This is an optimization exercise on Yosys and OpenROAD, whose aim is small area, a short achievable clock period and few clock cycles per item, not a production implementation. At most, simulation tests tie the RTL to the original design; equivalence was not proved. No activity file was given, so power comes from the tool's default toggle rates.

Design text_to_integer_any_base_top, start of the top module:
module text_to_integer_any_base_top (
	input  logic                      clk,
	input  logic                      arst_n,
	input  logic                      chars_valid,
	output logic                      chars_ready,
	input  logic [7:0]                chars_ch,
	output logic                      result_valid,
	input  logic                      result_ready,
	output logic signed [31:0]        result_value,
	output logic                      result_base_ok,
	input  logic                      cfg_valid,
	output logic                      cfg_ready,
	input  logic [1:0]                cfg_index,
	input  logic [63:0]               cfg_data
);
Size in the first run: ~1400 cells after synthesis, roughly 240 flip-flops, roughly 120 I/O pins, about 0.016 mm² of cells after synthesis.
clock: 7.0 ns
lec_check: 0
cap_margin: 20
core_margin: 2
core_utilization: 40
setup_slack_margin: 3.5
slew_margin: 20
run.sh (not shown) runs the stock make flow with config.mk's settings and CLKGATE_MAP_FILE= SYNTH_SCRIPT=/design/flow/synth_recipe.tcl, a recipe that flattens the netlist after the stock synthesis.
Edit:
CTS_BUF_LIST = sky130_fd_sc_hd__clkbuf_4   (was not set)
Result:
- global-route usage increases by 0.48 points
- die area stays the same
- total power decreases by a few percent
- synthesized cell count is unchanged
- worst setup slack degrades by 0.028 ns
- area after synthesis stays the same
- clock power decreases by a little under a tenth
- routed wire length increases by a few percent
- critical path depth increases by 10
- worst hold slack hardly moves
- core utilization increases by 0.20 points
Edit:
CTS_BUF_LIST = sky130_fd_sc_hd__clkbuf_8   (was sky130_fd_sc_hd__clkbuf_4)
Die area stays the same.
Sequential power hardly moves.
Power climbs by 1.4%.
Global-route usage stays flat.
Worst setup slack gets better by 0.059 ns.
Maximum frequency climbs by 1.8%.
Worst hold slack stays flat.
Edit:
CORE_UTILIZATION = 70   (was 40)
What happened: Cell area falls by 3.1%. Worst hold slack gets better by 0.020 ns. Count of clock-buffer cells in the layout decreases by 5. Non-clock buffer count decreases by 11. Routed wire length shrinks by 6.6%. Worst setup slack got worse by 0.037 ns. Total power shrinks by 3.4%. Sequential cell count is unchanged. Fmax drops by 1.1%.
Edit:
CORE_UTILIZATION = 60   (was 70)
What happened: Worst hold slack is worse by 0.022 ns. Critical path depth climbs by 10. Total power climbs by 1.6%. Via count drops by 1.7%. Final area climbs by 0.57%. Register-to-register slack is worse by 0.02 ns. First-iteration DRC count drops by 21%. Routed wire length drops by 0.74%. Worst setup slack is worse by 0.0077 ns.
No functional check of the RTL was part of any run of this note.

* * *

text_to_integer_any_base_top, a different RTL version from the one above (not shown whole).
For scale: about 1,200 cells after synthesis, roughly 190 flip-flops.
// text_to_integer_any_base_top
module text_to_integer_any_base_top (
	input  logic                      clk,
	input  logic                      arst_n,
	input  logic                      chars_valid,
	output logic                      chars_ready,
	input  logic [7:0]                chars_ch,
	output logic                      result_valid,
	input  logic                      result_ready,
	output logic signed [31:0]        result_value,
	output logic                      result_base_ok,
	input  logic                      cfg_valid,
	output logic                      cfg_ready,
	input  logic [1:0]                cfg_index,
	input  logic [63:0]               cfg_data
);
clock: 7.0 ns
lec_check: 0
cap_margin: 20
core_margin: 2
core_utilization: 40
setup_slack_margin: 5.0
slew_margin: 20
The starting point passed the timing, DRC and antenna checks.
Testbench counts at the start, summed over its fixed seeds: cycles 18,053, chars 17,357.
Change:
SETUP_SLACK_MARGIN = 3.5   (was 5.0)
Effect:
- clock skew is higher by 0.0053 ns
- total power is lower by roughly a tenth
- utilization is lower by 8.7 points
- synthesized area does not change
Change:
GPL_TIMING_DRIVEN = 1   (was unset)
SETUP_SLACK_MARGIN = 5.0   (was 3.5)
TNS_END_PERCENT = 100   (was unset)
Result: Worst setup slack got worse by 0.0047 ns; area after synthesis is unchanged; final area climbs by about a fifth.

* * *

Another version of the RTL of text_to_integer_any_base_top (not shown whole).
Size: roughly 120 I/O pins.
Settings: LEC_CHECK=0, CAP_MARGIN=20, CORE_MARGIN=2, CORE_UTILIZATION=40, SLEW_MARGIN=20; clock period 7.0 ns.
The first run completed without violations.
Testbench counts at the start, summed over its fixed seeds: cycles 18,053, chars 17,357.
==> next run, changes <==
SETUP_SLACK_MARGIN = 3.5   (was default)
=>
- The new run finished with timing, DRC and antenna clean
- global-route usage increases by 1.6 points
- core utilization rises by 3.9 points
- fmax increases by 17%
- flip-flop and latch count stays the same
- die area is unchanged
- worst setup slack is better by 850 ps
- clock skew hardly moves

* * *

Setup of job 3073:
Another version of the RTL of text_to_integer_any_base_top (not shown whole).
Size: roughly 1,400 cells after synthesis, ~250 flip-flops, roughly 120 I/O pins.
export LEC_CHECK = 0
export CAP_MARGIN = 20
export CORE_MARGIN = 2
export CORE_UTILIZATION = 40
export SETUP_SLACK_MARGIN = 4.0
export SLEW_MARGIN = 20
create_clock -name core_clock -period 7.0 [get_ports {clk}]
Job 3073 went all the way through the flow, and no timing, DRC or antenna check failed.
## Diff of input files: job 115 against job 3073
==> flow/flow/run.sh (new file) <==
#!/bin/bash
# Standard layout, with the port buffers made from the smallest buffer.
cp standard.sh standard_sh.log
export BUFFER_PORTS_ARGS="-buffer_cell sky130_fd_sc_hd__buf_1"
bash standard.sh > standard.log 2>&1
==> flow/standard.sh (new file) <==
#!/bin/bash
# synth_recipe.tcl (not shown) runs the flow's synth.tcl, then flattens the netlist and writes it again
# the make line also repeats each setting of config.mk as NAME=value (left out here)
make -C /OpenROAD-flow-scripts/flow DESIGN_CONFIG=/design/flow/config.mk WORK_HOME=/design/flow/orfs CLKGATE_MAP_FILE= SYNTH_SCRIPT=/design/flow/synth_recipe.tcl "${@:-finish}"
-- flow/config.mk --
<<< job 3073, line 9
export CORE_MARGIN = 2
export CORE_UTILIZATION = 40
export SETUP_SLACK_MARGIN = 4.0
export SLEW_MARGIN = 20
>>> job 115, line 9
export CORE_MARGIN = 2
export CORE_UTILIZATION = 40
export SETUP_SLACK_MARGIN = 3.5
export SLEW_MARGIN = 20
removed: flow/run.sh
Notes after the runs:
- Re combined global-route utilization of all metal layers: job 115 is 1.6 points down on job 3073.
- Across both runs, power consumption was lower for job 115 than for job 3073.
- Going from job 3073 to job 115, register-to-register slack shrinks by 70 ps.
- Job 115 vs job 3073 — cell area after placement dropped by a few percent
- There was hardly any difference in source-to-sink clock delay at the later pin of the worst-skew pair between job 3073 and job 115.
- Job 115 against job 3073: sequential share of layout area increased by 2.7 points relative to the old numbers; cell area decreased by 1500 um2 relative to the old numbers; clock tree skew after final layout increased by 9.6 ps relative to the old numbers; relative contribution of combinational cells to total power decreased by 2.9 points relative to the old numbers; final core utilization decreased by 3.7 points relative to the old numbers.
- Between job 115 and job 3073, it is job 115 whose final period utilization is higher, by 1.0 points.
Setup changes, job 115 to job 6619
==> flow/run.sh (new file) <==
#!/bin/bash
# synth_recipe.tcl (not shown) runs the flow's synth.tcl, then flattens the netlist and writes it again
# the make line also repeats each setting of config.mk as NAME=value (left out here)
make -C /OpenROAD-flow-scripts/flow DESIGN_CONFIG=/design/flow/config.mk WORK_HOME=/design/flow/orfs CLKGATE_MAP_FILE= SYNTH_SCRIPT=/design/flow/synth_recipe.tcl finish
-- flow/config.mk --
<<< job 115, line 6
export NUM_CORES = 4
export LEC_CHECK = 0
export CAP_MARGIN = 20
export CORE_MARGIN = 2
>>> job 6619, line 6
export NUM_CORES = 4
export LEC_CHECK = 0
export ABC_AREA = 1
export CAP_MARGIN = 20
export CORE_MARGIN = 2
removed: flow/flow/run.sh
removed: flow/standard.sh
## What came out
Going from job 115 to job 6619, clock skew about even, worst setup slack before clock tree synthesis picked up an extra 190 ps, maximum fanout along the worst path saw a decrease. A combinational family with the most area after synthesis of adder cells is what job 115 shows, while simple AND/OR/NAND/NOR gates belongs to job 6619. From job 115 to job 6619 the numbers moved as follows: number of stages on the worst setup path rose by 2; buffering overhead rose by 1.8 points.
Input changes introduced in job 5750 (baseline for comparison: job 6619):
-- flow/config.mk --
<<< job 6619, line 6
export NUM_CORES = 4
export LEC_CHECK = 0
export ABC_AREA = 1
export CAP_MARGIN = 20
export CORE_MARGIN = 2
export CORE_UTILIZATION = 40
export SETUP_SLACK_MARGIN = 3.5
export SLEW_MARGIN = 20
>>> job 5750, line 6
export NUM_CORES = 4
export LEC_CHECK = 0
export CAP_MARGIN = 20
export CORE_MARGIN = 2
export CORE_UTILIZATION = 55
export SETUP_SLACK_MARGIN = 3.5
export SLEW_MARGIN = 20
Results
- Job 5750 has completed all stages; timing, DRC and antenna checks passed.
- Job 5750 vs job 6619: switching power as a share of total power down
- Between job 6619 and job 5750, the buffering overhead is lower for job 6619.
- Sort job 6619 and job 5750 by final critical delay including setup and external delays, descending, and job 6619 comes first.
- Number of filler cells placed in the layout in job 5750 vs job 6619: down 1,824
- The power of job 5750 falls short of that of job 6619 by 310 uW.
- Job 5750: worst supply voltage drop on vdd is 0.000043 V higher than what job 6619 reported.
- Looking at clock skew across both flows, job 5750 is the stronger of the two, with job 6619 trailing.
- Job 5750 against job 6619; number of distinct standard cells referenced by the synthesized netlist is up by more than half.
## Diff of input files: job 1474 against job 5750
-- flow/config.mk --
<<< job 5750, line 8
export CAP_MARGIN = 20
export CORE_MARGIN = 2
export CORE_UTILIZATION = 55
export SETUP_SLACK_MARGIN = 3.5
export SLEW_MARGIN = 20
>>> job 1474, line 8
export CAP_MARGIN = 20
export CORE_MARGIN = 2
export CORE_UTILIZATION = 40
export SETUP_SLACK_MARGIN = 3.5
export SLEW_MARGIN = 20
[summary]
Job 1474 has completed all stages; timing, DRC and antenna checks passed.
Job 1474 vs job 5750: power down in job 1474
Diff job 5750 -> job 1474: worst setup slack up 12 ps; number of global-route vias before repair up about 0.9%.
Delta (job 1474 minus job 5750): relative area of non-clock buffer cells in the final design has increased, net switching power of the design picked up an extra 9.2 uW, delay of the slowest critical-path stage grew by 20 ps.
The higher cell count of job 1474 and job 5750 is in job 1474.
Job 1474 has total length of routed met2 wires above what job 5750 had.
No run of this note included a check of the RTL's function; only the layout flow was run.

## re-timing with driven ports
Ports are ideal in the flow. The routed layouts listed here were re-timed in OpenROAD.
Step 1 sets driving cells, clkbuf_16 on the clock port and buf_2 on the other inputs (assumed; they add their load-dependent delay and slew).
Step 2 also shifts input and output timing later by t, the mid clock arrival at the registers, as if the neighbouring blocks saw the same clock.
Slacks: ideal ports / drivers / drivers and shift; pairs: ideal ports / drivers.
| run | shift t [ns] | setup WS [ns] | worst setup path at the end |
|---|---|---|---|
| the first run of note 1 | 0.623 | 3.629 / 3.575 / 3.460 | input to register |
| the second run of note 1 | 0.798 | 3.601 / 3.601 / 3.438 | input to register |
| the third run of note 1 | 0.657 | 3.661 / 3.661 / 3.427 | input to register |
| the fourth run of note 1 | 0.605 | 3.624 / 3.578 / 3.467 | input to register |
| the fifth run of note 1 | 0.592 | 3.616 / 3.616 / 3.476 | input to register |
| the first run of note 2 | 0.500 | 2.484 / 2.484 / 2.484 | register to register |
| the second run of note 2 | 0.490 | 2.489 / 2.489 / 2.489 | register to register |
| the third run of note 2 | 0.500 | 2.484 / 2.484 / 2.484 | register to register |
| the first run of note 3 | 0.508 | 1.087 / 1.087 / 1.087 | register to register |
| the second run of note 3 | 0.508 | 1.938 / 1.938 / 1.938 | register to register |
| job 3073 | 0.623 | 3.594 / 3.594 / 3.594 | register to register |
| job 115 | 0.631 | 3.523 / 3.523 / 3.495 | input to register |
| job 6619 | 0.631 | 3.530 / 3.530 / 3.427 | input to register |
| job 5750 | 0.613 | 3.574 / 3.534 / 3.390 | input to register |
| job 1474 | 0.613 | 3.586 / 3.586 / 3.381 | input to register |
After both steps every run listed still meets setup and hold. For the third run of note 1, which loses most, drivers alone change the setup slack by 0.000 ns; drivers and shift together by -0.234 ns.
